This is an optimization exercise on Yosys and OpenROAD, whose aim is small area and a short achievable clock period, not a production implementation. Where RTL was checked, it was by simulation tests only, not by an equivalence proof against the original. No functional check of the RTL was part of run 2. Power and IR drop assume default switching activity.

==> flow/design.v <==
package ahb_pkg;
    localparam int HADDR_WIDTH = 32;
    localparam int HDATA_WIDTH = 32;
    typedef enum logic [1:0] {
        IDLE   = 2'b00,
        BUSY   = 2'b01,
        NONSEQ = 2'b10,
        SEQ    = 2'b11
    } htrans_t;
    typedef enum logic [2:0] {
        BYTE = 3'b000,
        HALF = 3'b001,
        WORD = 3'b010
    } hsize_t;
    typedef enum logic {
        OKAY  = 1'b0,
        ERROR = 1'b1
    } hresp_t;
    localparam logic [3:0] REGION_ITCM = 4'h0;
    localparam logic [3:0] REGION_DTCM = 4'h2;
    localparam logic [3:0] REGION_APB  = 4'h4;
    function automatic logic [HDATA_WIDTH/8-1:0] byte_strb(hsize_t size, logic [1:0] addr);
        logic [HDATA_WIDTH/8-1:0] strb;
        case (size)
            3'b000:  strb = {{(HDATA_WIDTH/8-1){1'b0}}, 1'b1} << addr;
            3'b001:  strb = {{(HDATA_WIDTH/8-2){1'b0}}, 2'b11} << {addr[1], 1'b0};
            default: strb = '1;
        endcase
        byte_strb = strb;
    endfunction
endpackage
package apb_pkg;
    localparam int PADDR_WIDTH = 16;
    typedef enum logic [1:0] {
        IDLE    = 2'b00,
        WAIT_EN = 2'b01,
        SETUP   = 2'b10,
        ACCESS  = 2'b11
    } apb_state_t;
endpackage
module soc_top #(
    parameter int ITCM_DEPTH    = 64,
    parameter int DTCM_DEPTH    = 64,
    parameter int APB_MEM_DEPTH = 64,
    parameter int DIV_WID       = 4
) (
    input  logic                            hclk,
    input  logic                            hresetn,
    input  logic [DIV_WID-1:0]              div_factor_i,
    input  logic [ahb_pkg::HADDR_WIDTH-1:0] haddr_i,
    input  ahb_pkg::htrans_t                htrans_i,
    input  logic                            hwrite_i,
    input  ahb_pkg::hsize_t                 hsize_i,
    input  logic [ahb_pkg::HDATA_WIDTH-1:0] hwdata_i,
    output logic [ahb_pkg::HDATA_WIDTH-1:0] hrdata_o,
    output logic                            hready_o,
    output ahb_pkg::hresp_t                 hresp_o
);
    localparam int DEPTH = 64;
    localparam int AW    = 6;
    localparam int NB    = 4;
    logic       trans;
    logic       rg_itcm, rg_dtcm, rg_apb, rg_none;
    logic [3:0] strb_ap;
    assign trans   = htrans_i[1];
    assign rg_itcm = (haddr_i[31:28] == ahb_pkg::REGION_ITCM);
    assign rg_dtcm = (haddr_i[31:28] == ahb_pkg::REGION_DTCM);
    assign rg_apb  = (haddr_i[31:28] == ahb_pkg::REGION_APB);
    assign rg_none = !(rg_itcm || rg_dtcm || rg_apb);
    assign strb_ap = ahb_pkg::byte_strb(hsize_i, haddr_i[1:0]);
    logic                rdy_q;     
    logic                nrdy_q;    
    logic                resp_q;    
    logic                err1_q;    
    apb_pkg::apb_state_t st_q;      
    logic [DIV_WID-1:0]  cnt_q;     
    logic                wr_i_q;    
    logic                wr_d_q;    
    logic                pclken;
    logic                unmapped;
    logic                start;
    apb_pkg::apb_state_t st_n;
    logic                err1_n;
    assign rdy_q    = !nrdy_q;
    assign pclken   = (cnt_q == '0);
    assign unmapped = rdy_q && trans && rg_none;
    assign start    = rdy_q && trans && rg_apb;
    always_comb begin
        st_n = st_q;
        case (st_q)
            apb_pkg::IDLE:    if (start)  st_n = apb_pkg::WAIT_EN;
            apb_pkg::WAIT_EN: if (pclken) st_n = apb_pkg::SETUP;
            apb_pkg::SETUP:   if (pclken) st_n = apb_pkg::ACCESS;
            default:          if (pclken) st_n = apb_pkg::IDLE;
        endcase
    end
    assign err1_n = !err1_q && unmapped;
    always_ff @(posedge hclk or negedge hresetn) begin
        if (!hresetn) begin
            nrdy_q <= 1'b0;
            resp_q <= ahb_pkg::OKAY;
            err1_q <= 1'b0;
            st_q   <= apb_pkg::IDLE;
            cnt_q  <= '0;
            wr_i_q <= 1'b0;
            wr_d_q <= 1'b0;
        end else begin
            nrdy_q <= err1_n || (st_n != apb_pkg::IDLE);
            resp_q <= err1_q || unmapped;
            err1_q <= err1_n;
            st_q   <= st_n;
            cnt_q  <= pclken ? div_factor_i : cnt_q - 1'b1;
            wr_i_q <= rdy_q && trans && hwrite_i && rg_itcm;
            wr_d_q <= rdy_q && trans && hwrite_i && rg_dtcm;
        end
    end
    assign hready_o = rdy_q;
    assign hresp_o  = ahb_pkg::hresp_t'(resp_q);
    logic [7:0]    a_lo_n;
    logic [7:0]    a_hi;
    logic [NB-1:0] a_strb;
    logic          a_write;
    always_ff @(posedge hclk) begin
        if (rdy_q) begin
            for (int j = 0; j < 8; j++) begin
                a_lo_n[j] <= (haddr_i[4:2] != 3'(j));
                a_hi[j]   <= (haddr_i[7:5] == 3'(j));
            end
            a_strb  <= strb_ap;
            a_write <= hwrite_i;
        end
    end
    logic apb_acc;
    logic apb_we;
    assign apb_acc = (st_q == apb_pkg::ACCESS);
    assign apb_we  = apb_acc && pclken && a_write;
    logic [DEPTH-1:0][31:0] itcm_q;
    logic [DEPTH-1:0][31:0] dtcm_q;
    logic [DEPTH-1:0][31:0] apbm_q;
    logic [2:0]                 wr_m;
    logic [2:0][7:0][NB-1:0]    row_n;
    logic [2:0][DEPTH-1:0][3:0] we;
    assign wr_m = {apb_we, wr_d_q, wr_i_q};
    always_comb begin
        for (int m = 0; m < 3; m++)
            for (int j = 0; j < 8; j++)
                for (int b = 0; b < NB; b++)
                    row_n[m][j][b] = !(wr_m[m] && a_hi[j] && a_strb[b]);
    end
    for (genvar m = 0; m < 3; m++) begin : g_we
        for (genvar w = 0; w < DEPTH; w++) begin : g_w
            for (genvar b = 0; b < NB; b++) begin : g_b
                rd_nor2 u (.a(row_n[m][w/8][b]), .b(a_lo_n[w%8]), .y(we[m][w][b]));
            end
        end
    end
    always_ff @(posedge hclk) begin
        for (int w = 0; w < DEPTH; w++) begin
            for (int b = 0; b < NB; b++) begin
                if (we[0][w][b]) itcm_q[w][8*b +: 8] <= hwdata_i[8*b +: 8];
                if (we[1][w][b]) dtcm_q[w][8*b +: 8] <= hwdata_i[8*b +: 8];
                if (we[2][w][b]) apbm_q[w][8*b +: 8] <= hwdata_i[8*b +: 8];
            end
        end
    end
    logic [2:0] ha_t, ha_f;     
    logic [2:0] hb_t, hb_f;     
    logic       hr_i, hr_d;     
    logic       nacc;
    assign ha_t = haddr_i[4:2];
    assign ha_f = ~haddr_i[4:2];
    assign hb_t = haddr_i[7:5];
    assign hb_f = ~haddr_i[7:5];
    assign hr_i = !haddr_i[29];
    assign hr_d = haddr_i[29];
    assign nacc = !apb_acc;
    logic [NB-1:0][7:0]       p_lo_n;     
    logic [NB-1:0][7:0]       p_hi_i_n;   
    logic [NB-1:0][7:0]       p_hi_d_n;   
    logic [NB-1:0][7:0]       p_hi_a_n;   
    logic [NB-1:0][DEPTH-1:0] sel_i, sel_d, sel_a;
    for (genvar b = 0; b < NB; b++) begin : g_dec
        for (genvar j = 0; j < 8; j++) begin : g_p
            rd_nand4 u_lo (.a(j[0] ? ha_t[0] : ha_f[0]), .b(j[1] ? ha_t[1] : ha_f[1]),
                           .c(j[2] ? ha_t[2] : ha_f[2]), .d(nacc), .y(p_lo_n[b][j]));
            rd_nand4 u_hi (.a(j[0] ? hb_t[0] : hb_f[0]), .b(j[1] ? hb_t[1] : hb_f[1]),
                           .c(j[2] ? hb_t[2] : hb_f[2]), .d(hr_i), .y(p_hi_i_n[b][j]));
            rd_nand4 u_hd (.a(j[0] ? hb_t[0] : hb_f[0]), .b(j[1] ? hb_t[1] : hb_f[1]),
                           .c(j[2] ? hb_t[2] : hb_f[2]), .d(hr_d), .y(p_hi_d_n[b][j]));
            rd_nand2 u_ha (.a(apb_acc), .b(a_hi[j]), .y(p_hi_a_n[b][j]));
        end
        for (genvar w = 0; w < DEPTH; w++) begin : g_sel
            rd_nor2 u_i (.a(p_hi_i_n[b][w/8]), .b(p_lo_n[b][w%8]), .y(sel_i[b][w]));
            rd_nor2 u_d (.a(p_hi_d_n[b][w/8]), .b(p_lo_n[b][w%8]), .y(sel_d[b][w]));
            rd_nor2 u_a (.a(p_hi_a_n[b][w/8]), .b(a_lo_n[w%8]), .y(sel_a[b][w]));
        end
    end
    logic          fwd;
    logic [NB-1:0] fwd_b, fwd_b_n;
    assign fwd = ((wr_i_q && !haddr_i[29]) || (wr_d_q && haddr_i[29])) &&
                 !a_lo_n[haddr_i[4:2]] && a_hi[haddr_i[7:5]];
    always_comb begin
        for (int b = 0; b < NB; b++) begin
            fwd_b[b]   = fwd && a_strb[b];
            fwd_b_n[b] = !fwd_b[b];
        end
    end
    logic [31:0] rd_n;
    logic [31:0] rdata_q;
    for (genvar k = 0; k < 32; k++) begin : g_rd
        logic [63:0] t1;    
        logic [15:0] t2;    
        logic [7:0]  t3;    
        logic [1:0]  t4;    
        logic [21:0] u1;    
        logic [5:0]  u2;    
        logic [1:0]  u3;    
        logic        u4;    
        logic [3:0]  t5;    
        for (genvar w = 0; w < 64; w++) begin : g_t1
            assign t1[w] = !((sel_i[k/8][w] && itcm_q[w][k]) || (sel_d[k/8][w] && dtcm_q[w][k]));
        end
        for (genvar j = 0; j < 16; j++) begin : g_t2
            rd_nand4 u (.a(t1[4*j]), .b(t1[4*j+1]), .c(t1[4*j+2]), .d(t1[4*j+3]), .y(t2[j]));
        end
        for (genvar j = 0; j < 8; j++) begin : g_t3
            rd_nor2 u (.a(t2[2*j]), .b(t2[2*j+1]), .y(t3[j]));
        end
        for (genvar j = 0; j < 2; j++) begin : g_t4
            rd_nand4 u (.a(t3[4*j]), .b(t3[4*j+1]), .c(t3[4*j+2]), .d(t3[4*j+3]), .y(t4[j]));
        end
        for (genvar j = 0; j < 21; j++) begin : g_u1
            rd_aoi222 u (.a1(sel_a[k/8][3*j]),   .a2(apbm_q[3*j][k]),
                         .b1(sel_a[k/8][3*j+1]), .b2(apbm_q[3*j+1][k]),
                         .c1(sel_a[k/8][3*j+2]), .c2(apbm_q[3*j+2][k]), .y(u1[j]));
        end
        rd_nand2 u_u1l (.a(sel_a[k/8][63]), .b(apbm_q[63][k]), .y(u1[21]));
        for (genvar j = 0; j < 5; j++) begin : g_u2
            rd_nand4 u (.a(u1[4*j]), .b(u1[4*j+1]), .c(u1[4*j+2]), .d(u1[4*j+3]), .y(u2[j]));
        end
        rd_nand2 u_u2l (.a(u1[20]), .b(u1[21]), .y(u2[5]));
        rd_nor3 u_u30 (.a(u2[0]), .b(u2[1]), .c(u2[2]), .y(u3[0]));
        rd_nor3 u_u31 (.a(u2[3]), .b(u2[4]), .c(u2[5]), .y(u3[1]));
        rd_nand2 u_u4 (.a(u3[0]), .b(u3[1]), .y(u4));
        rd_nand2 u_t50 (.a(fwd_b_n[k/8]), .b(t4[0]), .y(t5[0]));
        rd_nand2 u_t51 (.a(fwd_b_n[k/8]), .b(t4[1]), .y(t5[1]));
        rd_nand2 u_t52 (.a(fwd_b_n[k/8]), .b(u4), .y(t5[2]));
        rd_nand2 u_t53 (.a(fwd_b[k/8]), .b(hwdata_i[k]), .y(t5[3]));
        rd_nand4 u_t6 (.a(t5[0]), .b(t5[1]), .c(t5[2]), .d(t5[3]), .y(rd_n[k]));
    end
    always_ff @(posedge hclk) begin
        rdata_q <= rd_n;
    end
    assign hrdata_o = rdata_q;
endmodule
module rd_aoi222 (
    input  logic a1, a2, b1, b2, c1, c2,
    output logic y
);
    assign y = !((a1 && a2) || (b1 && b2) || (c1 && c2));
endmodule
module rd_nand4 (
    input  logic a, b, c, d,
    output logic y
);
    assign y = !(a && b && c && d);
endmodule
module rd_nor2 (
    input  logic a, b,
    output logic y
);
    assign y = !(a || b);
endmodule
module rd_nand2 (
    input  logic a, b,
    output logic y
);
    assign y = !(a && b);
endmodule
module rd_nand3 (
    input  logic a, b, c,
    output logic y
);
    assign y = !(a && b && c);
endmodule
module rd_aoi22 (
    input  logic a1, a2, b1, b2,
    output logic y
);
    assign y = !((a1 && a2) || (b1 && b2));
endmodule
module rd_nor3 (
    input  logic a, b, c,
    output logic y
);
    assign y = !(a || b || c);
endmodule
==> flow/run.sh <==
#!/bin/bash
# synth_recipe.tcl (not shown) runs the flow's synth.tcl, then flattens the netlist and writes it again
# the make line also repeats each setting of config.mk as NAME=value (left out here)
make -C /OpenROAD-flow-scripts/flow DESIGN_CONFIG=/design/flow/config.mk WORK_HOME=/design/flow/orfs CLKGATE_MAP_FILE= SYNTH_SCRIPT=/design/flow/synth_recipe.tcl finish
==> flow/config.mk <==
export PLATFORM = sky130hd
export DESIGN_NAME = soc_top
export DESIGN_NICKNAME = soc_top
export VERILOG_FILES = /design/flow/design.v
export SDC_FILE = /design/flow/constraint.sdc
export NUM_CORES = 8
export LEC_CHECK = 0
export CAP_MARGIN = 20
export CORE_MARGIN = 2
export CORE_UTILIZATION = 50
export CTS_CLUSTER_DIAMETER = 100
export CTS_CLUSTER_SIZE = 24
export SETUP_SLACK_MARGIN = 4.3
export SLEW_MARGIN = 20
export SYNTH_HIERARCHICAL = 1
==> flow/constraint.sdc <==
create_clock -name core_clock -period 7.5 [get_ports {hclk}]
set_input_delay 1.5000 -clock core_clock [delete_from_list [all_inputs] [get_ports {hclk}]]
set_output_delay 1.5000 -clock core_clock [all_outputs]
set_load 0.01 [all_outputs]
==> flow_summary_export.csv, run 1 <==
group,metric,value,unit
worst_hold_path,min_path_cells,1,
clock_network,cts_buffers,298,
routing,wl_met3,63000,um
place,hpwl,366000,um
power_and_ir_drop,vdd_drop_max,223,uV
worst_setup_path,path_delay_family,"flip-flops",
timing,whs,0.454,ns
worst_hold_path,hp-class,"reg2reg",
clock_network,clk_pin_slew,0.09,ns
timing,rsz0062_at_grt,"true",
global_routing,antenna_found_initial,14,
worst_hold_path,holdCritStartpoint,"err1_q",
worst_hold_path,hold_path_end,"err1_q",
run_status,status,"finished clean",
timing,post-route-min-period,3.30,ns
worst_setup_path,crit_slowest_cell,"dfrtp_4",
synth,synth.top_cell.area_share,82.3,%
worst_setup_path,worstPathCellList,"buf_6",
clock_network,worstSkewPairLatency,1.01,ns
final_layout,nNetsFinal,12885,
routing,antenna_left,0,
routing,wl_met1,238000,um
place,io_buffers,88,
floorplanning,core-area,0.448,sq mm
timing,fin_ws,4.20,ns
timing,finalSetupTns,0,ns
floorplanning,die_y,675,um
timing,finalSetupViolCount,0,
floorplanning,ios,110,
worst_setup_path,critical_path_arrival,1.80,ns
routing,drt_iter0_drc,20313,
routing,drtPass1Iterations,10,
power_and_ir_drop,p_per_area,251,mW/mm^2
timing,slew_viol_final,0,
clock_network,cts-root-buf,"clkbuf_16",
worst_setup_path,cp-startpoint,"resp_q",
timing,skew,0.0606,ns
worst_setup_path,cp.required,6.00,ns
routing,drc,0,
timing,relSlewSlack,24.5,%
worst_setup_path,worstReg2RegStart,"a_lo_n[6]",
worst_setup_path,max_stage_delay,0.63,ns
routing,wl,615000,um
routing,wl_met2,292000,um
timing,hold_viol_final,0,
global_routing,grt_remaining_overflow,0,
worst_setup_path,rr_endpoint,"rdata_q[18]",
place,place_worst_setup_slack,1.28,ns
floorplanning,num_rows,246,
routing,vias_per_cell,6.71,
clock_network,h-tree-depth,5,
power_and_ir_drop,leakage,71.7,nW
worst_setup_path,crit_path_end_kind,"primary output",
worst_setup_path,timing.critical_path.buf_inv,1,
worst_setup_path,criticalPathCategory,"reg2out",
synth,ys_seq_area_share,82.7,%
floorplanning,dieArea,0.455,sq mm
synth,syn_inst,12639,
timing,worstMarginPinSlew,1.13,ns
synth,synth_area,0.225,sq mm
synth,synth_area_leaders,"edfxtp_1, a22oi_1, nor2_1",
timing,fmax,0.303,GHz
routing,dr.max_layer_used,"met5",
place,dp_cells,18293,
routing,wl_per_cell,32.6,um
job,drv_cap,0,
global_routing,grt_pass1_wl,866000,um
timing,finalCritPeriodShare,44.0,%
global_routing,grt_pass1_vias,122870,
synth,synth_top_cell_by_area,"edfxtp_1",
synth,ys_types,45,
final_layout,areaGrowthSynthToFinish,9.77,%
synth,yosys_warnings,7,
final_layout,finalNonFillerCells,18869,
floorplanning,initial_core_util,50.2,%
final_layout,drive_above_1_share,13.3,%
clock_network,tritoncts,"done",
worst_setup_path,regToRegSetupSlack,4.22,ns
routing,route.vias.total,126626,
floorplanning,dieWidth,675,um
global_routing,grt_max_degree,172,
worst_setup_path,cp_max_fo,1,
synth,syn_nets,12716,
global_routing,grtUsageTotal,26.2,%
worst_setup_path,reg2reg_depth,8,
clock_network,clock-sinks,6208,
synth,avgSynthCellArea,17.8,sq um
worst_setup_path,cp-start-kind,"flop",
clock_network,clk_path_buf_depth,4,
place,gp_congestion,0.889,
synth,ys_ff_latch,6208,
[cells in the mapped netlist, drive strengths merged]
master and n:
a222oi 672, and4bb 1, a32o 1, nor2 1801
dfxtp 32, nor4b 1, edfxtp 6165, buf 152
a211oi 2, or4 1, dfrtp 11, and4b 1
clkbuf 397, nor2b 2, inv 14, a2111o 1
nand2 266, a21oi 5, ha 1, nand2b 1
or3 1, mux4 2, o211ai 1, xnor2 1
o21bai 1, and2 1, o21a 1, nand3 102
nor3 70, nor3b 1, o21ai 7, and3 1
a21o 4, a22oi 2048, nand4 864, o22ai 1
o31ai 2, mux2i 4
[Yosys stat by module, one instance, submodules excluded]
| module | cell area (sq um) | cells |
|---|---|---|
| rd_nand2 | 3.75 | 1 |
| rd_nor2 | 3.75 | 1 |
| rd_nor3 | 10.0 | 1 |
| rd_aoi222 | 10.0 | 1 |
| rd_nand4 | 6.26 | 1 |
| soc_top | 205000 | 8991 |
[layer usage]
layer	global-route usage, %	vias up
li1	-	53198
met1	36.9	65383
met2	42.1	7128
met3	4.17	909
met4	8.90	8
met5	0	-
[repair_timing]
action,4_1_cts,5_1_grt
buffers inserted,131,23
endpoints found under the setup margin,2118,1568
gates resized for setup,1172,261
hold endpoints to repair,0,0
hold buffers,0,0
pin swaps,87,68
cloned,11,2
[layout make-up]
class                      count  area, sq um
antenna                       17         42.5
clock buffer                 366         7880
clock inverter                26          324
fill                       33995       201000
inverter                      14         82.6
multi-input combinational   5868        40300
sequential                  6208       186000
tap                         5952         7450
timing repair buffer         418         4770
[per-stage QoR]
stage	total power, W	cell area (sq um)	util [%]
final	0.0620	247000	55.1
after global routing	0.0636	247000	55.1
after CTS	0.0621	246000	54.8
after detailed placement	0.0443	233000	51.9
after global placement	0.0443	233000	51.9
after floorplan	0.0410	225000	-
[layout by cell type, fill, tap and decap left out, drive strengths merged, types with 5 or more instances in the layout]
cell type / count
a21oi: 5
a222oi: 672
a22oi: 2048
buf: 363
bufbuf: 11
clkbuf: 371
clkdlybuf4s15: 17
clkdlybuf4s50: 15
clkinv: 11
dfrtp: 11
dfxtp: 32
diode: 17
dlygate4sd2: 7
edfxtp: 6165
inv: 26
nand2: 266
nand3: 102
nand4: 864
nor2: 1801
nor3: 70
o21ai: 7
[state kept, by name, summed over array words and instances, names as in the netlist, 2 cells and up]
register,count
a_strb,4
cnt_q,4
rdata_q,32
a_lo_n,8
apbm_q,2048
st_q,2
a_hi,8
itcm_q,2048
dtcm_q,2048
[kinds of logic after synthesis]
group                    count (synthesis)  synth area share [%]
AO/OA/AOI/OAI                         2746                  9.90
XOR/XNOR                                 1               0.00389
adder cells (fa/ha/maj)                  1               0.00556
buffers and inverters                  563                 0.950
flip-flops                            6208                  82.7
multiplexers                             6                0.0378
AND/OR/NAND/NOR                       3114                  6.42
[how the worst max path moves through the flow]
stage                  end  slack [ns]  cells after the start
2_1_floorplan  rdata_q[14]        3.77                      7
3_3_place_gp   rdata_q[25]        1.31                     12
3_5_place_dp   rdata_q[25]        1.28                     12
4_1_cts        rdata_q[23]        3.97                      9
5_1_grt        apbm_q[974]        4.16                      7
6_report           hresp_o        4.20                      1
[power breakdown]
| group | total, W | internal, W | leakage, nW | switching, W |
|---|---|---|---|---|
| registers | 0.0385 | 0.0383 | 55.8 | 0.000198 |
| logic | 0.00574 | 0.00136 | 11.9 | 0.00438 |
| clock network | 0.0177 | 0.00752 | 3.99 | 0.0102 |
==> run 2: changes to the inputs <==
--- a/flow/design.v
+++ b/flow/design.v
@@ -77,11 +77,17 @@
     logic                wr_i_q;    
     logic                wr_d_q;    
+    logic                npclk_q;   
+    logic                acc_q;     
+    logic                apb_we_q;  
     logic                pclken;
     logic                unmapped;
     logic                start;
     apb_pkg::apb_state_t st_n;
+    logic [DIV_WID-1:0]  cnt_n;
     logic                err1_n;
+    logic                a_write;
     assign rdy_q    = !nrdy_q;
-    assign pclken   = (cnt_q == '0);
+    assign pclken   = !npclk_q;
+    assign cnt_n    = pclken ? div_factor_i : cnt_q - 1'b1;
     assign unmapped = rdy_q && trans && rg_none;
     assign start    = rdy_q && trans && rg_apb;
@@ -105,4 +111,7 @@
             wr_i_q <= 1'b0;
             wr_d_q <= 1'b0;
+            npclk_q  <= 1'b0;
+            acc_q    <= 1'b0;
+            apb_we_q <= 1'b0;
         end else begin
             nrdy_q <= err1_n || (st_n != apb_pkg::IDLE);
@@ -110,5 +119,8 @@
             err1_q <= err1_n;
             st_q   <= st_n;
-            cnt_q  <= pclken ? div_factor_i : cnt_q - 1'b1;
+            cnt_q  <= cnt_n;
+            npclk_q  <= (cnt_n != '0);
+            acc_q    <= (st_n == apb_pkg::ACCESS);
+            apb_we_q <= (st_n == apb_pkg::ACCESS) && (cnt_n == '0) && a_write;
             wr_i_q <= rdy_q && trans && hwrite_i && rg_itcm;
             wr_d_q <= rdy_q && trans && hwrite_i && rg_dtcm;
@@ -119,6 +131,6 @@
     logic [7:0]    a_lo_n;
     logic [7:0]    a_hi;
+    logic [7:0]    a_lo_r_n;   
     logic [NB-1:0] a_strb;
-    logic          a_write;
     always_ff @(posedge hclk) begin
         if (rdy_q) begin
@@ -126,4 +138,5 @@
                 a_lo_n[j] <= (haddr_i[4:2] != 3'(j));
                 a_hi[j]   <= (haddr_i[7:5] == 3'(j));
+                a_lo_r_n[j] <= !((haddr_i[4:2] == 3'(j)) && rg_apb);
             end
             a_strb  <= strb_ap;
@@ -133,6 +146,6 @@
     logic apb_acc;
     logic apb_we;
-    assign apb_acc = (st_q == apb_pkg::ACCESS);
-    assign apb_we  = apb_acc && pclken && a_write;
+    assign apb_acc = acc_q;
+    assign apb_we  = apb_we_q;
     logic [DEPTH-1:0][31:0] itcm_q;
     logic [DEPTH-1:0][31:0] dtcm_q;
@@ -193,5 +206,5 @@
             rd_nor2 u_i (.a(p_hi_i_n[b][w/8]), .b(p_lo_n[b][w%8]), .y(sel_i[b][w]));
             rd_nor2 u_d (.a(p_hi_d_n[b][w/8]), .b(p_lo_n[b][w%8]), .y(sel_d[b][w]));
-            rd_nor2 u_a (.a(p_hi_a_n[b][w/8]), .b(a_lo_n[w%8]), .y(sel_a[b][w]));
+            rd_nor2 u_a (.a(p_hi_a_n[b][w/8]), .b(a_lo_r_n[w%8]), .y(sel_a[b][w]));
         end
     end
==> run 2 against run 1 <==
Clock-buffer cell count rose by 8. Largest cell class unchanged. Critical path depth grew 11. Synthesized cell count is 0.23% higher. Utilization fell by 0.66 points. Global-route usage about the same. Non-clock buffer count down 36. Still clean. Sequential share of layout area rose by 0.99 points.
==> flow_summary_export.csv, run 2 <==
group,metric,value,unit
run_status,status,"finished clean",
synth,yosys_warnings,7,
clock_network,cts-root-buf,"clkbuf_16",
final_layout,nNetsFinal,12884,
global_routing,grtUsageTotal,26.2,%
worst_setup_path,worstPathCellList,"buf_12, clkinvlp_4, buf_6, nand4_1, buf_4, nor2_2, a22oi_1, nand4_1, nor2_1, nand4_1, nand2_1, nand4_1",
worst_setup_path,crit_slowest_cell,"nor2_1",
worst_setup_path,timing.critical_path.buf_inv,4,
worst_setup_path,criticalPathCategory,"in2reg",
final_layout,fin_area,0.244,sq mm
synth,syn_nets,12745,
global_routing,grt_max_degree,134,
routing,wl_per_cell,32.5,um
global_routing,antenna_found_initial,23,
place,hpwl,366000,um
routing,antenna_left,0,
clock_network,clk_path_buf_depth,4,
routing,drc,0,
synth,syn_inst,12668,
global_routing,grt_remaining_overflow,0,
timing,whs,0.433,ns
synth,ys_ff_latch,6219,
floorplanning,die_y,675,um
worst_hold_path,holdCritStartpoint,"err1_q",
final_layout,drive_above_1_share,9.59,%
worst_setup_path,path_delay_family,"simple AND/OR/NAND/NOR gates",
clock_network,tritoncts,"done",
final_layout,top_regs,"apbm_q: 2048 flops, dtcm_q: 2048 flops, itcm_q: 2048 flops",
worst_setup_path,rr_endpoint,"rdata_q[16]",
final_layout,finalNonFillerCells,18868,
final_layout,areaGrowthSynthToFinish,8.38,%
floorplanning,core-area,0.449,sq mm
worst_hold_path,hold_path_end,"err1_q",
synth,synth_area_leaders,"edfxtp_1, a22oi_1, nor2_1",
global_routing,grt_pass1_vias,123879,
global_routing,use_met3,4.72,%
worst_setup_path,regToRegSetupSlack,4.21,ns
synth,ys.flop_type,"edfxtp_1",
worst_setup_path,reg2reg_depth,9,
worst_hold_path,hp-class,"reg2reg",
synth,avgSynthCellArea,17.8,sq um
floorplanning,dieWidth,675,um
routing,drt_iter0_drc,20821,
place,gp_congestion,0.880,
worst_setup_path,critical_path_arrival,4.20,ns
timing,finalSetupViolCount,0,
worst_setup_path,cp.required,8.37,ns
timing,finalCritPeriodShare,44.4,%
floorplanning,ios,110,
place,place_worst_setup_slack,1.61,ns
timing,finalSetupTns,0,ns
floorplanning,initial_core_util,50.2,%
worst_setup_path,cp-start-kind,"input port",
worst_setup_path,worstReg2RegStart,"acc_q",
global_routing,met1_usage,36.4,%
worst_setup_path,crit_path_end_kind,"flop",
clock_network,h-tree-depth,5,
final_layout,layout_commonest_cell,"edfxtp_1",
timing,worstMarginPinSlew,1.19,ns
routing,wl,613000,um
clock_network,clk_pin_slew,0.09,ns
routing,route.vias.total,126734,
global_routing,grt_util_met2,42.6,%
synth,synth_edf_count,6173,
floorplanning,dieArea,0.456,sq mm
place,io_buffers,88,
power_and_ir_drop,p_per_area,244,mW/mm^2
synth,ys_types,40,
place,dpl-instance-area,0.233,sq mm
worst_setup_path,crit_top_cell,"nand4_1",
synth,synthTopCellsByCount,"edfxtp_1, a22oi_1, nor2_1, nand4_1, a222oi_1",
synth,ys_seq_area_share,82.7,%
synth,synth.most_common_cell,"edfxtp_1",
clock_network,worstSkewPairLatency,0.99,ns
synth,synth_top_cell_by_area,"edfxtp_1",
synth,async_flop_share,0.225,%
worst_setup_path,cp_max_fo,22,
final_layout,final_cell_mix,"edfxtp_1, a22oi_1, nor2_1",
floorplanning,num_rows,246,
timing,skew,0.0434,ns
worst_setup_path,max_stage_delay,0.34,ns
global_routing,grt-busiest-layer,"met2",
place,dp_cells,18309,
timing,fmax,0.301,GHz
timing,fin_ws,4.17,ns
job,drv_cap,0,
timing,rsz0062_at_grt,"true",
routing,vias_per_cell,6.72,
clock_network,clock-sinks,6219,
clock_network,cts_buffers,300,
worst_hold_path,min_path_cells,1,
synth,synth_area,0.225,sq mm
timing,relSlewSlack,20.6,%
timing,hold_viol_final,0,
synth,synth.top_cell.area_share,82.3,%
routing,drtPass1Iterations,7,
power_and_ir_drop,vdd_drop_max,182,uV
power_and_ir_drop,leakage,71.1,nW
timing,post-route-min-period,3.33,ns
timing,slew_viol_final,0,
global_routing,grt_pass1_wl,868000,um
==> run 2: cell count changes after synthesis, moves of 3 or more <==
cell      change
nand2b_1      +3
dfrtp_1       +3
nand2_1      +42
nand3_1      -34
edfxtp_1      +8
and2_1        +3
clkbuf_1      -5
nor2_1        +9
==> run 2: worst register-to-register path: cells and delay by family (launching register included) <==
| family | cells | cell delay [ns] |
|---|---|---|
| compound gates | 1 | 0.59 |
| buf+inv | 1 | 0.26 |
| flops | 1 | 0.58 |
| simple gates | 7 | 1.73 |
==> run 2: how the worst max path moves through the flow <==
stage | from | end | slack [ns] | depth (start not counted)
3_5_place_dp | haddr_i[2] | rdata_q[16] | 1.61 | 11
4_1_cts | nrdy_q | hready_o | 4.25 | 2
6_report | haddr_i[6] | rdata_q[6] | 4.17 | 12
5_1_grt | nrdy_q | hready_o | 4.28 | 2
2_1_floorplan | haddr_i[6] | rdata_q[1] | 4.30 | 11
3_3_place_gp | haddr_i[2] | rdata_q[21] | 1.65 | 11
==> run 2: where the power goes <==
part           switching, W  internal, W
registers          0.000187       0.0384
clock network        0.0103      0.00761
logic               0.00257     0.000558
total                0.0131       0.0465
==> run 2: modules after synthesis, one instance, submodules excluded <==
module,cells inside,times used
rd_nor3,1,64
rd_nand4,1,864
rd_nand2,1,256
soc_top,9020,1
rd_nor2,1,1792
rd_aoi222,1,672
==> run 2: cell type report <==
type                       instances  area (sq um)
fill                           34383        205000
sequential                      6219        186000
multi-input combinational       5890         38200
clock buffer                     374          8000
tap                             5952          7450
timing repair buffer             382          3700
clock inverter                    25           307
inverter                          13          95.1
antenna                           12          30.0
timing repair inverter             1          8.76
==> run 2: logic make-up after synthesis <==
logic type,share of synthesized area [%]
AO/OA/AOI/OAI,9.87
multiplexers,0.0378
AND/OR/NAND/NOR,6.43
flip-flops,82.7
XOR/XNOR,0.00777
buffers and inverters,0.944
adder cells (fa/ha/maj),0.00555
==> run 2: metrics by stage <==
step                power [W]  utilization [%]
floorplan              0.0400                -
global placement       0.0422             51.9
detailed placement     0.0423             51.9
CTS                    0.0599             54.3
global route           0.0611             54.4
finish                 0.0596             54.4
==> run 2: metal layers <==
layer / vias to the layer above / share of wire, %
met5: - / 0.0090
met4: 8 / 3.4
met3: 944 / 10
met2: 7067 / 48
met1: 65563 / 38
li1: 53152 / -
==> run 2: timing repair <==
| item | CTS | global route |
|---|---|---|
| resized for setup | 490 | 214 |
| pin swaps | 117 | 65 |
| gates cloned | 1 | 0 |
| buffers inserted | 141 | 6 |
| endpoints found under the setup margin | 74 | 42 |
| hold buffers | 0 | 0 |
==> run 3: changes to the inputs <==
--- a/flow/design.v
+++ b/flow/design.v
@@ -195,6 +195,6 @@
     for (genvar b = 0; b < NB; b++) begin : g_dec
         for (genvar j = 0; j < 8; j++) begin : g_p
-            rd_nand4 u_lo (.a(j[0] ? ha_t[0] : ha_f[0]), .b(j[1] ? ha_t[1] : ha_f[1]),
-                           .c(j[2] ? ha_t[2] : ha_f[2]), .d(nacc), .y(p_lo_n[b][j]));
+            rd_nand3 u_lo (.a(j[0] ? ha_t[0] : ha_f[0]), .b(j[1] ? ha_t[1] : ha_f[1]),
+                           .c(j[2] ? ha_t[2] : ha_f[2]), .y(p_lo_n[b][j]));
             rd_nand4 u_hi (.a(j[0] ? hb_t[0] : hb_f[0]), .b(j[1] ? hb_t[1] : hb_f[1]),
                            .c(j[2] ? hb_t[2] : hb_f[2]), .d(hr_i), .y(p_hi_i_n[b][j]));
@@ -211,4 +211,5 @@
     logic          fwd;
     logic [NB-1:0] fwd_b, fwd_b_n;
+    logic [NB-1:0] tcm_en;     
     assign fwd = ((wr_i_q && !haddr_i[29]) || (wr_d_q && haddr_i[29])) &&
                  !a_lo_n[haddr_i[4:2]] && a_hi[haddr_i[7:5]];
@@ -217,4 +218,5 @@
             fwd_b[b]   = fwd && a_strb[b];
             fwd_b_n[b] = !fwd_b[b];
+            tcm_en[b]  = !fwd_b[b] && nacc;
         end
     end
@@ -256,6 +258,6 @@
         rd_nor3 u_u31 (.a(u2[3]), .b(u2[4]), .c(u2[5]), .y(u3[1]));
         rd_nand2 u_u4 (.a(u3[0]), .b(u3[1]), .y(u4));
-        rd_nand2 u_t50 (.a(fwd_b_n[k/8]), .b(t4[0]), .y(t5[0]));
-        rd_nand2 u_t51 (.a(fwd_b_n[k/8]), .b(t4[1]), .y(t5[1]));
+        rd_nand2 u_t50 (.a(tcm_en[k/8]), .b(t4[0]), .y(t5[0]));
+        rd_nand2 u_t51 (.a(tcm_en[k/8]), .b(t4[1]), .y(t5[1]));
         rd_nand2 u_t52 (.a(fwd_b_n[k/8]), .b(u4), .y(t5[2]));
         rd_nand2 u_t53 (.a(fwd_b[k/8]), .b(hwdata_i[k]), .y(t5[3]));
--- a/flow/config.mk
+++ b/flow/config.mk
@@ -8,7 +8,8 @@
 export CAP_MARGIN = 20
 export CORE_MARGIN = 2
-export CORE_UTILIZATION = 50
+export CORE_UTILIZATION = 65
 export CTS_CLUSTER_DIAMETER = 100
 export CTS_CLUSTER_SIZE = 24
+export PLACE_DENSITY = 0.72
 export SETUP_SLACK_MARGIN = 4.3
 export SLEW_MARGIN = 20
==> run 3 against run 2 <==
Setup slack gained 0.021 ns. Hold slack gained 0.0056 ns. Power decreased by 0.89%. Fmax increased by 0.64%. Utilization rose by 16 points. Routed wire length is 4.6% lower. Sequential power hardly changed. Clock skew rose by 0.017 ns. Still clean on timing, DRC and antenna. Clock-buffer cell count decreased by 8.
==> flow_summary_export.csv, run 3 <==
group,metric,value,unit
final_layout,final_cell_mix,"edfxtp_1, a22oi_1, nor2_1",
clock_network,cts_buffers,298,
routing,route.vias.total,127973,
synth,synth_area,0.225,sq mm
synth,syn_nets,12758,
timing,relSlewSlack,21.0,%
floorplanning,dieArea,0.352,sq mm
global_routing,grt_pass1_wl,831000,um
clock_network,hold_buffers,0,
final_layout,seqCellArea,0.186,sq mm
clock_network,clock-sinks,6219,
synth,synth_edf_count,6173,
worst_hold_path,hp-class,"reg2reg",
final_layout,nNetsFinal,12878,
clock_network,clk_path_buf_depth,4,
routing,wl,584000,um
timing,finalSetupTns,0,ns
power_and_ir_drop,p_per_area,243,mW/mm^2
routing,drt_iter0_drc,22351,
place,hpwl,342000,um
clock_network,tritoncts,"done",
timing,slew_viol_final,0,
final_layout,fillers,20914,
timing,fmax,0.303,GHz
timing,rsz0062_at_grt,"true",
global_routing,grt_remaining_overflow,0,
global_routing,grtUsageTotal,32.7,%
clock_network,h-tree-depth,5,
synth,avgSynthCellArea,17.8,sq um
synth,async_flop_share,0.225,%
clock_network,clk_pin_slew,0.09,ns
worst_setup_path,cp.required,8.34,ns
timing,finalSetupViolCount,0,
worst_setup_path,critical_path_arrival,4.15,ns
synth,ys_seq_area_share,82.7,%
global_routing,grt_max_degree,131,
worst_setup_path,cp_max_fo,17,
timing,post-route-min-period,3.31,ns
global_routing,grt_pass1_vias,123243,
clock_network,worstSkewPairLatency,0.99,ns
routing,drtPass1Iterations,9,
floorplanning,dieWidth,593,um
final_layout,final_core_util,70.2,%
place,io_buffers,88,
synth,synth_top_cell_by_area,"edfxtp_1",
routing,vias_per_cell,7.32,
floorplanning,num_rows,216,
synth,ys_ff_latch,6219,
timing,finalCritPeriodShare,44.1,%
job,drv_cap,0,
synth,synth_area_leaders,"edfxtp_1, a22oi_1, nor2_1",
synth,ys.flop_type,"edfxtp_1",
worst_setup_path,cp-start-kind,"input port",
synth,yosys_warnings,7,
timing,skew,0.0604,ns
floorplanning,ios,110,
synth,synth.most_common_cell,"edfxtp_1",
final_layout,top_regs,"apbm_q: 2048 flops, dtcm_q: 2048 flops, itcm_q: 2048 flops",
timing,hold_viol_final,0,
floorplanning,core-area,0.346,sq mm
floorplanning,initial_core_util,65.2,%
synth,synth.top_cell.area_share,82.2,%
clock_network,cts-root-buf,"clkbuf_16",
final_layout,layout_commonest_cell,"edfxtp_1",
power_and_ir_drop,vdd_drop_max,258,uV
timing,worstMarginPinSlew,1.19,ns
final_layout,multi_input_area,0.0385,sq mm
routing,wl_per_cell,33.5,um
global_routing,antenna_found_initial,15,
worst_setup_path,crit_path_end_kind,"flop",
routing,drc,0,
synth,ys_types,48,
run_status,status,"finished clean",
worst_setup_path,criticalPathCategory,"in2reg",
final_layout,drive_above_1_share,9.86,%
final_layout,areaGrowthSynthToFinish,7.69,%
floorplanning,die_y,593,um
synth,synthTopCellsByCount,"edfxtp_1, a22oi_1, nor2_1, nand4_1, a222oi_1",
routing,antenna_left,0,
place,gp_congestion,0.912,
synth,syn_inst,12681,
power_and_ir_drop,leakage,71.2,nW
run 3: changes by cell type after synthesis, sizes merged, moves of 5 or more:
cell,change
buf,-7
clkbuf,+9
nand3,+32
nand4,-32
o211ai,+5
run 3: power by group:
group	internal [W]	total (W)	switching, W
clock network	0.00762	0.0176	0.00999
logic	0.000533	0.00293	0.00240
registers	0.0384	0.0385	0.000185
total	0.0465	0.0591	0.0126
run 3: cell families (layout without fill, tap and decap cells):
| logic type | Yosys count | in the layout | synth area share (%) |
|---|---|---|---|
| XOR/XNOR | 2 | 2 | 0.00777 |
| adder cells (fa/ha/maj) | 1 | 1 | 0.00555 |
| AO/OA/AOI/OAI | 2751 | 2751 | 9.92 |
| AND/OR/NAND/NOR | 3139 | 3139 | 6.43 |
| buffers and inverters | 563 | 763 | 0.952 |
| flip-flops | 6219 | 6219 | 82.7 |
| other | 0 | 13 | 0 |
| multiplexers | 6 | 6 | 0.0266 |
run 3: Yosys stat by module, one instance, submodules excluded:
module	copies in the design	area, sq um	flip-flops and latches	cells
rd_aoi222	672	10.0	0	1
rd_nand2	256	3.75	0	1
rd_nand3	32	5.00	0	1
rd_nand4	832	6.26	0	1
rd_nor2	1792	3.75	0	1
rd_nor3	64	10.0	0	1
soc_top	1	205000	6219	9033
run 3: area by class of cell:
class | count | share of cell area [%]
sequential | 6219 | 76.8
multi-input combinational | 5899 | 15.9
clock buffer | 366 | 3.32
tap | 4578 | 2.36
timing repair buffer | 367 | 1.56
clock inverter | 14 | 0.0572
inverter | 15 | 0.0325
antenna | 13 | 0.0134
timing repair inverter | 1 | 0.00309
run 3: repair_timing:
action                     4_1_cts  5_1_grt
setup endpoints to repair       67       41
pin swaps                       68       45
setup buffers                  124       24
resized for setup              558      165
gates cloned                     1        2
run 3: path summary, 6_finish.rpt:
kind	to	from	cells after the start	slack, ns
setup / recovery	rdata_q[9]	haddr_i[2]	13	4.19
hold / removal	err1_q	err1_q	1	0.44
setup reg to reg	rdata_q[16]	a_lo_r_n[0]	8	4.24
hold reg to reg	err1_q	err1_q	1	0.44
max in group asynchronous	wr_i_q	hresetn	1	6.13
min in group asynchronous	cnt_q[2]	hresetn	1	0.91
run 3: stage by stage:
stage	cells	total power [W]	setup slack [ns]	instance area (sq um)	hold slack [ns]
4_1_cts	17431	0.0590	4.16	242000	0.444
3_5_place_dp	16926	0.0420	1.50	231000	0.430
2_1_floorplan	12681	0.0399	4.15	225000	0.401
6_report	17472	0.0591	4.19	243000	0.439
5_1_grt	17463	0.0604	4.19	243000	0.463
3_3_place_gp	16926	0.0419	1.54	231000	0.424
run 3: routing by layer:
layer	routed length [um]	GRT usage [%]	vias up	share of wire, %
li1	-	-	53140	-
met1	207000	45.4	64518	35
met2	275000	51.4	9037	47
met3	75300	7.22	1276	13
met4	26500	13.2	2	4.5
met5	13	0	-	0.0022
run 3: worst max-delay path: stages:
cell     delay, ns
buf_2         0.20
buf_12        0.18
inv_1         0.07
buf_6         0.22
nand3_1       0.18
buf_12        0.24
nor2_2        0.13
a22oi_1       0.20
nand4_1       0.22
nor2_1        0.35
nand4_1       0.34
nand2_1       0.16
nand4_1       0.08
==> run 4: changes to the inputs <==
--- a/flow/config.mk
+++ b/flow/config.mk
@@ -8,8 +8,8 @@
 export CAP_MARGIN = 20
 export CORE_MARGIN = 2
-export CORE_UTILIZATION = 65
+export CORE_UTILIZATION = 72
 export CTS_CLUSTER_DIAMETER = 100
-export CTS_CLUSTER_SIZE = 24
-export PLACE_DENSITY = 0.72
+export CTS_CLUSTER_SIZE = 27
+export PLACE_DENSITY = 0.78
 export SETUP_SLACK_MARGIN = 4.3
 export SLEW_MARGIN = 20
==> run 4 against run 3 <==
Still clean. Design area decreased by 0.41%. Hold slack improved by 0.014 ns. Die area decreased by 9.7%. Utilization increased by 7.3 points.
==> flow_summary_export.csv, run 4 <==
group,metric,value,unit
power_and_ir_drop,p_comb_share,5.0,%
worst_setup_path,criticalPathCategory,"reg2reg",
synth,syn_inst,12681,
worst_setup_path,crit_slowest_cell,"dfrtp_4",
synth,ys_seq_area_share,82.7,%
clock_network,cts_buffers,269,
routing,wl_per_cell,34.1,um
floorplanning,initial_core_util,72.3,%
worst_hold_path,hp-class,"reg2reg",
synth,async_flop_share,0.225,%
timing,skew,0.0456,ns
final_layout,fin_area,0.242,sq mm
global_routing,grt_max_degree,134,
floorplanning,ios,110,
clock_network,cts-root-buf,"clkbuf_16",
synth,avgSynthCellArea,17.8,sq um
timing,finalCritPeriodShare,45.3,%
synth,synthTopCellsByCount,"edfxtp_1, a22oi_1, nor2_1, nand4_1, a222oi_1",
clock_network,hold_buffers,0,
worst_setup_path,cp.required,8.09,ns
timing,slew_viol_final,0,
synth,yosys_warnings,7,
routing,wl,580000,um
worst_setup_path,path_delay_family,"simple AND/OR/NAND/NOR gates",
routing,route.vias.total,130392,
final_layout,finalNonFillerCells,17029,
clock_network,clk_path_buf_depth,4,
place,io_buffers,88,
power_and_ir_drop,leakage,70.8,nW
final_layout,drive_above_1_share,10.5,%
timing,finalSetupTns,0,ns
synth,ys.flop_type,"edfxtp_1",
floorplanning,core-area,0.312,sq mm
place,gp_congestion,0.933,
timing,fmax,0.295,GHz
synth,synth_edf_count,6173,
synth,syn_nets,12758,
routing,antenna_left,0,
synth,synth_top_cell_by_area,"edfxtp_1",
timing,hold_viol_final,0,
floorplanning,die_y,564,um
global_routing,grt_pass1_vias,124484,
synth,ys_types,48,
final_layout,final_cell_mix,"edfxtp_1, a22oi_1, nor2_1",
final_layout,nNetsFinal,12863,
worst_setup_path,worstPathCellList,"buf_4, nand3_1, nor2_1",
power_and_ir_drop,p_per_area,241,mW/mm^2
synth,synth.most_common_cell,"edfxtp_1",
routing,vias_per_cell,7.66,
global_routing,antenna_found_initial,13,
power_and_ir_drop,switching_share,21.3,%
floorplanning,num_rows,205,
global_routing,grt_pass1_wl,826000,um
timing,post-route-min-period,3.39,ns
clock_network,clock-sinks,6219,
clock_network,worstSkewPairLatency,0.96,ns
final_layout,layout_commonest_cell,"edfxtp_1",
worst_setup_path,timing.critical_path.buf_inv,1,
power_and_ir_drop,power.share.sequential,66.2,%
place,hpwl,336000,um
worst_setup_path,crit_path_end_kind,"flop",
job,drv_cap,0,
synth,ys_ff_latch,6219,
floorplanning,dieArea,0.318,sq mm
timing,finalSetupViolCount,0,
place,dpl-instance-area,0.231,sq mm
routing,drc,0,
power_and_ir_drop,pwr-share-clk,28.8,%
power_and_ir_drop,p_sw,0.0124,W
clock_network,h-tree-depth,5,
clock_network,clk_pin_slew,0.10,ns
timing,rsz0062_at_grt,"true",
global_routing,grtUsageTotal,35.9,%
worst_setup_path,max_stage_delay,0.91,ns
final_layout,top_regs,"apbm_q: 2048 flops, dtcm_q: 2048 flops, itcm_q: 2048 flops",
place,dp_cells,16489,
final_layout,areaGrowthSynthToFinish,7.25,%
timing,worstMarginPinSlew,1.19,ns
power_and_ir_drop,p_int,0.0458,W
synth,synth.top_cell.area_share,82.2,%
routing,drtPass1Iterations,17,
clock_network,tritoncts,"done",
timing,relSlewSlack,20.7,%
global_routing,grt_remaining_overflow,0,
synth,synth_area_leaders,"edfxtp_1, a22oi_1, nor2_1",
worst_setup_path,critical_path_arrival,3.99,ns
run_status,status,"finished clean",
worst_setup_path,cp-start-kind,"flop",
synth,synth_area,0.225,sq mm
floorplanning,dieWidth,564,um
routing,drt_iter0_drc,25834,
worst_setup_path,cp_max_fo,18,
power_and_ir_drop,vdd_drop_max,271,uV
-- run 4: cell counts after synthesis --
No cell type changed its count.
-- run 4: what timing repair did --
action	in CTS	in global routing
setup endpoints to repair	68	750
gates cloned	0	4
pin swaps	71	45
setup buffers	133	27
gates resized for setup	603	224
-- run 4: Yosys stat by module (local to each module, per instance) --
| module | cells | flops+latches | copies in the design | area [sq um] |
|---|---|---|---|---|
| rd_nand3 | 1 | 0 | 32 | 5.00 |
| rd_nor2 | 1 | 0 | 1792 | 3.75 |
| rd_aoi222 | 1 | 0 | 672 | 10.0 |
| rd_nand2 | 1 | 0 | 256 | 3.75 |
| soc_top | 9033 | 6219 | 1 | 205000 |
| rd_nand4 | 1 | 0 | 832 | 6.26 |
| rd_nor3 | 1 | 0 | 64 | 10.0 |
-- run 4: worst paths after layout --
| kind | startpoint | end | slack, ns | cells after the start |
|---|---|---|---|---|
| max | wr_d_q | dtcm_q[1671] | 4.11 | 3 |
| min | err1_q | err1_q | 0.45 | 1 |
| max reg2reg | wr_d_q | dtcm_q[1671] | 4.11 | 3 |
| min reg2reg | err1_q | err1_q | 0.45 | 1 |
| max in group asynchronous | hresetn | wr_i_q | 6.08 | 1 |
| min in group asynchronous | hresetn | cnt_q[3] | 0.94 | 1 |
-- run 4: layer usage --
layer / share of wire, % / up-vias / track usage, % / routed length (um)
li1: - / 53106 / - / -
met1: 33 / 64849 / 49.8 / 193000
met2: 47 / 10652 / 56.2 / 272000
met3: 14 / 1771 / 7.24 / 81400
met4: 5.8 / 14 / 17.1 / 33500
met5: 0.034 / - / 0.253 / 197
-- run 4: area by class of cell --
class / instances / area [sq um]
sequential: 6219 / 186000
fill: 16067 / 69800
multi-input combinational: 5899 / 38700
clock buffer: 353 / 7280
tap: 4140 / 5180
timing repair buffer: 382 / 3910
clock inverter: 14 / 176
inverter: 15 / 71.3
antenna: 7 / 17.5
-- run 4: per-stage QoR --
stage | hold slack [ns] | setup slack, ns | power [W] | util, %
after floorplan | 0.401 | 4.15 | 0.0399 | -
after detailed placement | 0.440 | 1.98 | 0.0419 | 74.0
after global routing | 0.488 | 4.18 | 0.0594 | 77.6
final | 0.453 | 4.11 | 0.0582 | 77.6
after global placement | 0.428 | 2.06 | 0.0418 | 74.0
after CTS | 0.454 | 4.23 | 0.0580 | 77.2
-- run 4: power by group through the flow --
stage	sequential (W)	combinational (W)	clock, W
final	0.0386	0.00290	0.0168
after global routing	0.0386	0.00291	0.0179
after CTS	0.0385	0.00270	0.0168
after detailed placement	0.0394	0.00255	0
after global placement	0.0394	0.00248	0
after floorplan	0.0393	0.000602	0
-- run 4: worst register-to-register path, cell delays in order (launching register included) --
cell and delay, ns:
dfrtp_4 0.91, buf_4 0.63, nand3_1 0.73, nor2_1 0.77
-- run 4: cell families (layout without fill, tap and decap cells) --
family | after synthesis | in the layout | share of synthesized area, %
flip-flops | 6219 | 6219 | 82.7
AND/OR/NAND/NOR | 3139 | 3139 | 6.43
AO/OA/AOI/OAI | 2751 | 2751 | 9.92
buffers and inverters | 563 | 764 | 0.952
multiplexers | 6 | 6 | 0.0266
XOR/XNOR | 2 | 2 | 0.00777
adder cells (fa/ha/maj) | 1 | 1 | 0.00555
other | 0 | 7 | 0
==> run 5: changes to the inputs <==
==> flow/flow/run.sh (new file) <==
#!/bin/bash
set -euo pipefail
WORK="$(pwd)"
bash standard.sh PRE_DETAIL_PLACE_TCL="$WORK/flow/movef.tcl" finish > "$WORK/flow_make.log" 2>&1
grep -h "^move " "$WORK"/orfs/logs/*/soc_top/base/3_5_place_dp.log > "$WORK/flow_moves.log" || true
==> flow/flow/movef.tcl (new file) <==
# Move the flip-flop (and any inverter/buffer between) that drives each named
# output port next to that port's output buffer, before legalization.
set blk [ord::get_db_block]
proc drv_of {net} {
  foreach it [$net getITerms] { if {[$it isOutputSignal]} { return [$it getInst] } }
  return "NULL"
}
foreach pname {hready_o hresp_o} {
  set bt [$blk findBTerm $pname]
  if {$bt == "NULL"} continue
  set obuf [drv_of [$bt getNet]]
  if {$obuf == "NULL"} continue
  set loc [$obuf getLocation]
  set x [lindex $loc 0]; set y [lindex $loc 1]
  set cur $obuf
  for {set d 0} {$d < 4} {incr d} {
    set in "NULL"
    foreach it [$cur getITerms] { if {[$it isInputSignal] && [[$it getMTerm] getSigType] == "SIGNAL"} { set in [$it getNet]; break } }
    if {$in == "NULL"} break
    set drv [drv_of $in]
    if {$drv == "NULL"} break
    set dx [expr {$x + ($d + 1) * 6000}]
    puts "move [$drv getName] ([[$drv getMaster] getName]) to $dx $y"
    $drv setLocation $dx $y
    if {[string match "*DFF*" [$drv getName]]} break
    set cur $drv
  }
}
==> flow/standard.sh (new file) <==
#!/bin/bash
# synth_recipe.tcl (not shown) runs the flow's synth.tcl, then flattens the netlist and writes it again
# the make line also repeats each setting of config.mk as NAME=value (left out here)
make -C /OpenROAD-flow-scripts/flow DESIGN_CONFIG=/design/flow/config.mk WORK_HOME=/design/flow/orfs CLKGATE_MAP_FILE= SYNTH_SCRIPT=/design/flow/synth_recipe.tcl "${@:-finish}"
--- a/flow/config.mk
+++ b/flow/config.mk
@@ -12,5 +12,5 @@
 export CTS_CLUSTER_SIZE = 27
 export PLACE_DENSITY = 0.78
-export SETUP_SLACK_MARGIN = 4.3
+export SETUP_SLACK_MARGIN = 4.45
 export SLEW_MARGIN = 20
 export SYNTH_HIERARCHICAL = 1
removed: flow/run.sh
==> run 5 against run 4 <==
Utilization grew 0.41 points. Die area is the same. Power is essentially flat. Synthesized cell count is the same. Hold slack lost 0.0081 ns. Register-to-register slack gained 0.20 ns. First-iteration DRC count shrank 0.49%. Routed wire length grew 1.1%. Critical path depth grew 9. Synthesized area is the same. Global-route usage grew 0.16 points. Cell count grew 0.35%. Critical endpoint is now rdata_q[7]. Largest power group unchanged. Highest routed layer unchanged.
==> flow_summary_export.csv, run 5 <==
group,metric,value,unit
run_status,status,"finished clean",
worst_hold_path,hp-class,"reg2reg",
worst_setup_path,cp-start-kind,"input port",
final_layout,layout_commonest_cell,"edfxtp_1",
routing,route.vias.total,130787,
synth,synth_compound_area_share,9.92,%
clock_network,clk_path_buf_depth,4,
final_layout,final_cell_mix,"edfxtp_1, a22oi_1, nor2_1",
routing,wl,587000,um
floorplanning,dieArea,0.318,sq mm
final_layout,fillers,15934,
synth,synthSimpleGateAreaFrac,6.43,%
synth,avgSynthCellArea,17.8,sq um
place,hpwl,338000,um
floorplanning,initial_core_util,72.3,%
floorplanning,num_rows,205,
routing,vias_per_cell,7.65,
global_routing,grt_remaining_overflow,0,
synth,ys_types,48,
synth,synth_area,0.225,sq mm
synth,muxShareOfSynthArea,0.0266,%
timing,fmax,0.311,GHz
timing,rsz0062_at_grt,"true",
clock_network,clock-sinks,6219,
synth,synth.most_common_cell,"edfxtp_1",
global_routing,grtUsageTotal,36.1,%
final_layout,areaGrowthSynthToFinish,7.81,%
synth,ys.flop_type,"edfxtp_1",
timing,finalCritPeriodShare,42.9,%
timing,slew_viol_final,0,
routing,drc,0,
power_and_ir_drop,p_total,0.0583,W
global_routing,grt_pass1_wl,828000,um
power_and_ir_drop,leakage,71.1,nW
global_routing,grt_max_degree,134,
global_routing,antenna_found_initial,18,
timing,worstMarginPinSlew,1.20,ns
synth,synth_top_cell_by_area,"edfxtp_1",
worst_setup_path,critical_path_arrival,4.02,ns
clock_network,cts-root-buf,"clkbuf_16",
timing,whs,0.445,ns
worst_setup_path,criticalPathCategory,"in2reg",
timing,relSlewSlack,20.0,%
job,drv_cap,0,
clock_network,worstSkewPairLatency,0.95,ns
timing,finalSetupViolCount,0,
worst_hold_path,holdCritStartpoint,"err1_q",
floorplanning,die_y,564,um
floorplanning,core-area,0.312,sq mm
synth,yosys_warnings,7,
timing,hold_viol_final,0,
timing,finalSetupTns,0,ns
final_layout,finalNonFillerCells,17089,
final_layout,top_regs,"apbm_q: 2048 flops, dtcm_q: 2048 flops, itcm_q: 2048 flops",
clock_network,clk_pin_slew,0.09,ns
synth,synthTopCellsByCount,"edfxtp_1, a22oi_1, nor2_1, nand4_1, a222oi_1",
clock_network,tritoncts,"done",
floorplanning,ios,110,
worst_setup_path,crit_path_end_kind,"flop",
place,dp_cells,16489,
routing,wl_per_cell,34.3,um
synth,ys_ff_latch,6219,
synth,async_flop_share,0.225,%
place,gp_congestion,0.933,
global_routing,grt_pass1_vias,124765,
final_layout,nNetsFinal,12881,
synth,syn_inst,12681,
place,io_buffers,88,
synth,synth_edf_count,6173,
synth,synth.top_cell.area_share,82.2,%
routing,drt_iter0_drc,25707,
synth,synth-xor-area-share,0.00777,%
power_and_ir_drop,p_per_area,240,mW/mm^2
routing,drtPass1Iterations,13,
worst_setup_path,cp.required,8.30,ns
synth,synthAdderAreaFrac,0.00555,%
final_layout,drive_above_1_share,12.2,%
clock_network,h-tree-depth,5,
worst_setup_path,cp_max_fo,16,
synth,syn_nets,12758,
worst_setup_path,cp-startpoint,"haddr_i[3]",
timing,post-route-min-period,3.21,ns
power_and_ir_drop,vdd_drop_max,247,uV
timing,skew,0.0376,ns
floorplanning,dieWidth,564,um
synth,synth_top_family_by_area,"compound AO/OA/AOI/OAI gates",
clock_network,cts_buffers,268,
synth,synth_area_leaders,"edfxtp_1, a22oi_1, nor2_1",
routing,antenna_left,0,
synth,ys_seq_area_share,82.7,%
worst_setup_path,worstReg2RegStart,"wr_d_q",
run 5: cell counts after synthesis:
No cell type changed its count.
run 5: kinds of logic after synthesis:
family,Yosys count
AOI/OAI and AO/OA,2751
muxes,6
buffers and inverters,563
and+or+nand+nor,3139
adders and majority gates,1
DFF,6219
xor gates and xnor gates,2
run 5: layout make-up:
class / count / area, sq um / area share (%)
diodes: 53 / 133 / 0.0546
clock inverters: 12 / 131 / 0.0540
repair buffers: 401 / 4390 / 1.81
flip-flops and latches: 6219 / 186000 / 76.7
multi-input cells: 5899 / 39500 / 16.2
clock buffers: 350 / 7210 / 2.96
inverters: 15 / 77.6 / 0.0319
well taps: 4140 / 5180 / 2.13
run 5: critical path, stage by stage:
cell	delay (ns)
buf_4	0.16
buf_12	0.16
buf_4	0.17
nand3_1	0.10
buf_6	0.34
nor2_2	0.17
a22oi_1	0.31
nand4_1	0.24
nor2_2	0.28
nand4_1	0.26
nand2_1	0.16
nand4_1	0.11
run 5: metrics by stage:
step           setup slack [ns]  util (%)  instance area [sq um]
2_1_floorplan              4.15         -                 225000
3_3_place_gp               2.06      74.0                 231000
3_5_place_dp               1.99      74.0                 231000
4_1_cts                    4.26      77.5                 241000
5_1_grt                    4.27      78.0                 243000
6_report                   4.29      78.0                 243000
run 5: worst paths after layout:
kind                                endpoint  slack [ns]  cells past startpoint
worst max register to register  dtcm_q[1638]        4.31                      3
min in group asynchronous           cnt_q[2]        0.61                      1
worst min register to register        err1_q        0.44                      1
worst max-delay path              rdata_q[7]        4.29                     12
worst min-delay path                  err1_q        0.44                      1
max in group asynchronous             wr_i_q        6.33                      1
run 5: power breakdown:
part / total (W) / switching (W) / internal (W)
combinational: 0.00303 / 0.00248 / 0.000554
sequential: 0.0386 / 0.000201 / 0.0384
clock: 0.0167 / 0.00981 / 0.00684
run 5: per-module statistics from Yosys, one instance, submodules excluded:
module,flip-flops and latches,cells inside,times used
soc_top,6219,9033,1
rd_aoi222,0,1,672
rd_nor3,0,1,64
rd_nand4,0,1,832
rd_nand3,0,1,32
rd_nand2,0,1,256
rd_nor2,0,1,1792
run 5: routing by layer:
metal  routed length [um]  vias to the layer above  track usage, %
li1                     -                    53139               -
met1               193000                    64913            49.9
met2               275000                    11010            55.9
met3                84600                     1715            7.86
met4                33600                       10            17.8
met5                   69                        -               0
run 5: timing repair:
item / 4_1_cts / 5_1_grt
setup endpoints to repair: 2048 / 1005
cloned: 2 / 8
hold buffers: 0 / 0
pin swaps: 115 / 77
buffers inserted: 143 / 30
resized for setup: 912 / 267
endpoints found under the hold margin: 0 / 0
==> run 6: changes to the inputs <==
--- a/flow/config.mk
+++ b/flow/config.mk
@@ -8,8 +8,8 @@
 export CAP_MARGIN = 20
 export CORE_MARGIN = 2
-export CORE_UTILIZATION = 72
+export CORE_UTILIZATION = 65
 export CTS_CLUSTER_DIAMETER = 100
 export CTS_CLUSTER_SIZE = 27
-export PLACE_DENSITY = 0.78
+export PLACE_DENSITY = 0.72
 export SETUP_SLACK_MARGIN = 4.45
 export SLEW_MARGIN = 20
==> run 6 against run 5 <==
Clock skew grew 0.016 ns. Clock power is essentially flat. Setup slack gained 0.070 ns. Sequential power is essentially flat. Utilization shrank 7.5 points. Power grew 0.30%. Largest cell class unchanged. Largest power group unchanged.
==> flow_summary_export.csv, run 6 <==
group,metric,value,unit
place,io_buffers,88,
global_routing,grt_pass1_wl,838000,um
routing,vias_per_cell,7.32,
floorplanning,dieWidth,593,um
worst_setup_path,regToRegSetupSlack,4.36,ns
synth,async_flop_share,0.225,%
routing,drt_iter0_drc,23114,
timing,rsz0062_at_grt,"true",
clock_network,worstSkewPairLatency,0.97,ns
worst_setup_path,criticalPathCategory,"in2reg",
clock_network,clock-sinks,6219,
power_and_ir_drop,leakage,71.3,nW
synth,synth_area,0.225,sq mm
routing,route.vias.total,128482,
worst_setup_path,critical_path_arrival,3.90,ns
worst_setup_path,cp.required,8.26,ns
timing,worstMarginPinSlew,1.20,ns
global_routing,grtUsageTotal,33.1,%
global_routing,grt_max_degree,131,
timing,finalSetupViolCount,0,
place,dp_cells,16926,
synth,synth.most_common_cell,"edfxtp_1",
worst_setup_path,crit_path_end_kind,"flop",
routing,drc,0,
worst_setup_path,cp-start-kind,"input port",
final_layout,areaGrowthSynthToFinish,8.01,%
worst_hold_path,min_path_cells,1,
timing,finalCritPeriodShare,41.9,%
timing,fmax,0.318,GHz
floorplanning,num_rows,216,
timing,hold_viol_final,0,
synth,synth_edf_count,6173,
synth,syn_inst,12681,
global_routing,grt_pass1_vias,122796,
floorplanning,initial_core_util,65.2,%
synth,synthTopCellsByCount,"edfxtp_1, a22oi_1, nor2_1, nand4_1, a222oi_1",
final_layout,nNetsFinal,12908,
clock_network,hold_buffers,0,
global_routing,grt_remaining_overflow,0,
synth,synth_area_leaders,"edfxtp_1, a22oi_1, nor2_1",
worst_setup_path,reg2reg_depth,4,
worst_hold_path,hp-class,"reg2reg",
place,gp_congestion,0.912,
run_status,status,"finished clean",
clock_network,clk_path_buf_depth,4,
synth,syn_nets,12758,
place,hpwl,344000,um
clock_network,cts-root-buf,"clkbuf_16",
power_and_ir_drop,vdd_drop_max,229,uV
timing,relSlewSlack,19.9,%
routing,antenna_left,0,
final_layout,drive_above_1_share,11.3,%
synth,ys_types,48,
job,drv_cap,0,
synth,yosys_warnings,7,
timing,skew,0.0538,ns
global_routing,antenna_found_initial,9,
routing,wl_per_cell,33.7,um
power_and_ir_drop,p_per_area,240,mW/mm^2
final_layout,top_regs,"apbm_q: 2048 flops, dtcm_q: 2048 flops, itcm_q: 2048 flops",
clock_network,clk_pin_slew,0.10,ns
floorplanning,core-area,0.346,sq mm
worst_setup_path,cp_max_fo,25,
synth,synth_top_cell_by_area,"edfxtp_1",
final_layout,finalNonFillerCells,17564,
final_layout,final_cell_mix,"edfxtp_1, a22oi_1, nor2_1",
timing,post-route-min-period,3.14,ns
routing,drtPass1Iterations,13,
floorplanning,die_y,593,um
routing,wl,593000,um
timing,slew_viol_final,0,
clock_network,cts_buffers,269,
synth,ys_seq_area_share,82.7,%
timing,finalSetupTns,0,ns
clock_network,tritoncts,"done",
floorplanning,ios,110,
synth,ys_ff_latch,6219,
floorplanning,dieArea,0.352,sq mm
final_layout,layout_commonest_cell,"edfxtp_1",
synth,ys.flop_type,"edfxtp_1",
clock_network,h-tree-depth,5,
synth,synth.top_cell.area_share,82.2,%
synth,avgSynthCellArea,17.8,sq um
==> run 6: path summary, 6_finish.rpt <==
| kind | start | to |
|---|---|---|
| min reg2reg | err1_q | err1_q |
| max reg2reg | a_strb[2] | apbm_q[530] |
| max | haddr_i[29] | nrdy_q |
| max in group asynchronous | hresetn | nrdy_q |
| min in group asynchronous | hresetn | cnt_q[0] |
| min | err1_q | err1_q |
==> run 6: critical path, stage by stage <==
cell and delay (ns):
buf_16 0.13, buf_4 0.17, buf_12 0.18, or4b_4 0.67
nor3_2 0.21, o31a_2 0.17, or3_1 0.85
==> run 6: metal layers <==
layer / part of all wire, % / vias to the layer above / GRT usage [%]
li1: - / 53249 / -
met1: 35 / 64767 / 46.0
met2: 47 / 9132 / 52.0
met3: 13 / 1334 / 6.12
met4: 5.3 / 0 / 14.9
met5: 0 / - / 0
==> run 6: kinds of logic (layout without fill, tap and decap cells) <==
| logic type | after synthesis | in the layout | share of synthesized area (%) |
|---|---|---|---|
| and+or+nand+nor | 3139 | 3139 | 6.43 |
| xor gates and xnor gates | 2 | 2 | 0.00777 |
| AOI/OAI and AO/OA | 2751 | 2751 | 9.92 |
| other | 0 | 62 | 0 |
| muxes | 6 | 6 | 0.0266 |
| buffers and inverters | 563 | 806 | 0.952 |
| DFF | 6219 | 6219 | 82.7 |
| adders and majority gates | 1 | 1 | 0.00555 |
==> run 6: layout make-up <==
class | instances | area [sq um]
timing repair buffer | 426 | 4560
sequential | 6219 | 186000
clock inverter | 17 | 196
inverter | 15 | 88.8
antenna | 62 | 155
timing repair inverter | 1 | 7.51
multi-input combinational | 5899 | 39100
clock buffer | 347 | 7260
tap | 4578 | 5730
fill | 20767 | 102000
==> run 6: repair_timing <==
item                                    in CTS  in global routing
buffers inserted                           167                 36
pin swaps                                   97                 93
resized for setup                          777                239
cloned                                       5                  3
endpoints found under the setup margin     481                560
==> run 6: Yosys stat by module (local to each module, per instance) <==
module / cells / flops+latches / cell area, sq um
rd_nand4: 1 / 0 / 6.26
rd_nor3: 1 / 0 / 10.0
rd_nand3: 1 / 0 / 5.00
rd_aoi222: 1 / 0 / 10.0
rd_nand2: 1 / 0 / 3.75
rd_nor2: 1 / 0 / 3.75
soc_top: 9033 / 6219 / 205000
==> run 6: where the power goes <==
| group | internal [W] | switching, W | leakage [nW] |
|---|---|---|---|
| Combinational | 0.000583 | 0.00250 | 11.8 |
| Clock | 0.00691 | 0.00988 | 3.62 |
| Sequential | 0.0384 | 0.000186 | 55.9 |
==> run 6: through the flow <==
stage | util (%) | hold WS (ns) | cell area [sq um] | power [W] | setup WS (ns)
floorplan | - | 0.401 | 225000 | 0.0399 | 4.15
global placement | 66.9 | 0.424 | 231000 | 0.0419 | 1.54
detailed placement | 66.9 | 0.427 | 231000 | 0.0420 | 1.45
CTS | 70.0 | 0.442 | 242000 | 0.0583 | 4.37
global route | 70.4 | 0.459 | 244000 | 0.0597 | 4.33
finish | 70.5 | 0.434 | 244000 | 0.0584 | 4.36

-- port drivers added, routing unchanged --
Ports are ideal in the flow. The routed layouts listed here were re-timed in OpenROAD. Step 1: set_driving_cell puts a clkbuf_16 on hclk and a buf_2 on each other input, an assumption about the parent block. Step 2 adds t to the input delays and takes it off the output delays; t is the mean of the earliest and latest rising clock arrival at the registers after step 1. Input paths then give back, and output paths get back, about the clock's delay inside the block. Slacks: ideal ports / drivers / drivers and shift; pairs: ideal ports / drivers.
run	t (ns)	setup slack, ns	worst setup path after step 2	clock arrival spread, ns
run 1	1.087	4.198 / 4.088 / 3.190	input to register	0.065 / 0.065
run 2	1.082	4.174 / 4.126 / 3.044	input to register	0.059 / 0.059
run 3	1.070	4.195 / 4.048 / 2.978	input to register	0.061 / 0.060
run 4	1.044	4.106 / 4.106 / 3.170	input to register	0.054 / 0.054
run 5	1.054	4.286 / 4.186 / 3.185	input to register	0.047 / 0.047
run 6	1.065	4.355 / 4.175 / 3.110	input to register	0.071 / 0.071
After both steps setup and hold are still met in every run listed. For run 6, which loses most, drivers alone change the setup slack by -0.180 ns; drivers and shift together by -1.245 ns.
